Context: an optimization exercise on an open-source flow, tuned for small area. The choices shown serve that exercise and are no tape-out recipe. The RTL was checked by simulation tests, not by an equivalence proof against the original design.

## main
## clock_divider_array
module clock_divider_array
#(
    parameter int NCH            = 4,
    parameter int WIDTH          = 32,
    parameter int DEFAULT_PERIOD = 1000,
    parameter int CHW            = (NCH > 1) ? $clog2(NCH) : 1
) (
    input  logic             clk,
    input  logic             reset_n,
    input  logic [NCH-1:0]   enable,
    input  logic             sync,
    input  logic             cfg_valid,
    output logic             cfg_ready,
    input  logic [CHW-1:0]   cfg_ch,
    input  logic [WIDTH-1:0] cfg_period,
    input  logic [WIDTH-1:0] cfg_high,
    input  logic [WIDTH-1:0] cfg_phase,
    output logic [NCH-1:0]   pending,
    output logic [NCH-1:0]   clock,
    output logic [NCH-1:0]   rise,
    output logic [NCH-1:0]   fall
);
    localparam int NPAD  = 1 << CHW;
    localparam int CFG_W = 32;
    localparam int CS_LO = 24;
    localparam logic [CFG_W-1:0] DEF_P      = DEFAULT_PERIOD;
    localparam logic [CFG_W-1:0] RST_PERIOD = (DEF_P < 2) ? 2 : DEF_P;
    localparam logic [CFG_W-1:0] RST_HIGH   = DEF_P >> 1;
    logic [NPAD-1:0]  pending_pad;
    logic [CFG_W-1:0] period_w, high_w, phase_w;
    logic [CFG_W-1:0] p_eff, np, h_eff, s_wrp, s_fp, s_hp;
    logic             f_ge_p, f_lt_h, ph_in;
    logic [CFG_W:0]   c_wrp, c_fp, c_hp, c_fh;
    logic [CFG_W:0]   t_fp, t_hp;
    logic [CFG_W-1:0] wr_wrp, wr_rst, wr_fl;
    logic             wr_hnz, wr_rhi;
    assign period_w = cfg_period;
    assign high_w   = cfg_high;
    assign phase_w  = cfg_phase;
    function automatic logic [CFG_W:0] add_cs(input logic [CFG_W-1:0] a,
                                              input logic [CFG_W-1:0] b,
                                              input logic cin);
        logic [CFG_W-1:0] x, s, s0, s1;
        logic [CFG_W:0]   c, c0, c1;
        x = a ^ b;
        c[0] = cin;
        for (int i = 0; i < CS_LO; i++) begin
            s[i]   = c[i] ? ~x[i] : x[i];
            c[i+1] = x[i] ? c[i] : a[i];
        end
        c0[CS_LO] = 1'b0;
        c1[CS_LO] = 1'b1;
  ...
For scale: roughly 120 I/O pins, roughly 29000 sq um of cells after synthesis.
Settings: LEC_CHECK=0, ABC_AREA=1, CAP_MARGIN=20, CORE_MARGIN=2, CORE_UTILIZATION=75, SLEW_MARGIN=20; clock period 7.0 ns.
standard.sh (not shown) runs the stock make flow with config.mk's settings and CLKGATE_MAP_FILE= SYNTH_SCRIPT=/design/flow/synth_recipe.tcl, a recipe that flattens the netlist after the stock synthesis.
==> flow/flow/run.sh <==
#!/bin/bash
# Layout flow: the standard ORFS flow (standard.sh: its synthesis,
# floorplan, power grid, placement, routing and finishing unchanged), with
# three settings of how the layout is built:
#  - the buffer that buffer_ports puts on every input and output port is
#    sky130_fd_sc_hd__buf_1 instead of the cell it picks by default;
#  - clock tree synthesis clusters up to 8 flip-flops within 40 um under
#    one sky130_fd_sc_hd__clkbuf_4 and builds the tree from that buffer;
#  - clock tree synthesis inserts no dummy loads.
# make's full output is in make.log here, and each ORFS step's log is in
# orfs/logs/.
set -euo pipefail
bash standard.sh \
  "BUFFER_PORTS_ARGS=-buffer_cell sky130_fd_sc_hd__buf_1" \
  "CTS_ARGS=-sink_clustering_enable -repair_clock_nets -dont_use_dummy_load -buf_list sky130_fd_sc_hd__clkbuf_4 -sink_clustering_size 8 -sink_clustering_max_diameter 40" \
  finish > make.log 2>&1
The final layout from main, which completed every stage, passed the timing, DRC and antenna checks at the end of the flow.
Input changes introduced in the feature branch (baseline for comparison: main):
Settings: changing CORE_UTILIZATION from 75 to 65.
Notes after the runs:
- Looking at HPWL reported at the end of detailed placement, the feature branch sits above main.
- Side by side, count of plain and timing-repair buffers turned out higher in the feature branch than in main.
- Of the two values seen for critical path's slowest cell, sky130_fd_sc_hd__nand2_4 was produced by the feature branch and sky130_fd_sc_hd__buf_4 by main.
- The run showing the greater met2 wirelength from detailed routing is the feature branch.
- Run comparison: main critical path capture point g_ch[3].u_ch.sh_rst_q[22]; the feature branch critical path capture point g_ch[0].u_ch.sh_rst_q[9]
- Row arrival time of data at the critical path endpoint: the feature branch lower / main higher

[port drivers added, routing unchanged]
Ports are ideal in the flow. The routed layouts listed here were re-timed in OpenROAD.
Step 1 assumes that a clkbuf_16 drives the clock port and a buf_2 every other input.
Step 2, shift: input delay + t, output delay - t, t = (earliest + latest rising clock arrival at the registers) / 2. This alone moves slack from input paths to output paths.
Three values: ideal, step 1, step 2; two values: the first two.
| run | shift t [ns] | setup WS [ns] | worst setup path after step 2 |
|---|---|---|---|
| main | 0.853 | 0.431 / 0.396 / -0.457 | input to register |
| the feature branch | 0.892 | 0.746 / 0.777 / -0.115 | input to register |
Met with ideal ports but missed after step 2: setup timing in main and the feature branch. The setup slack of main, which loses most, moves by -0.035 ns with the drivers and by -0.888 ns with both steps.
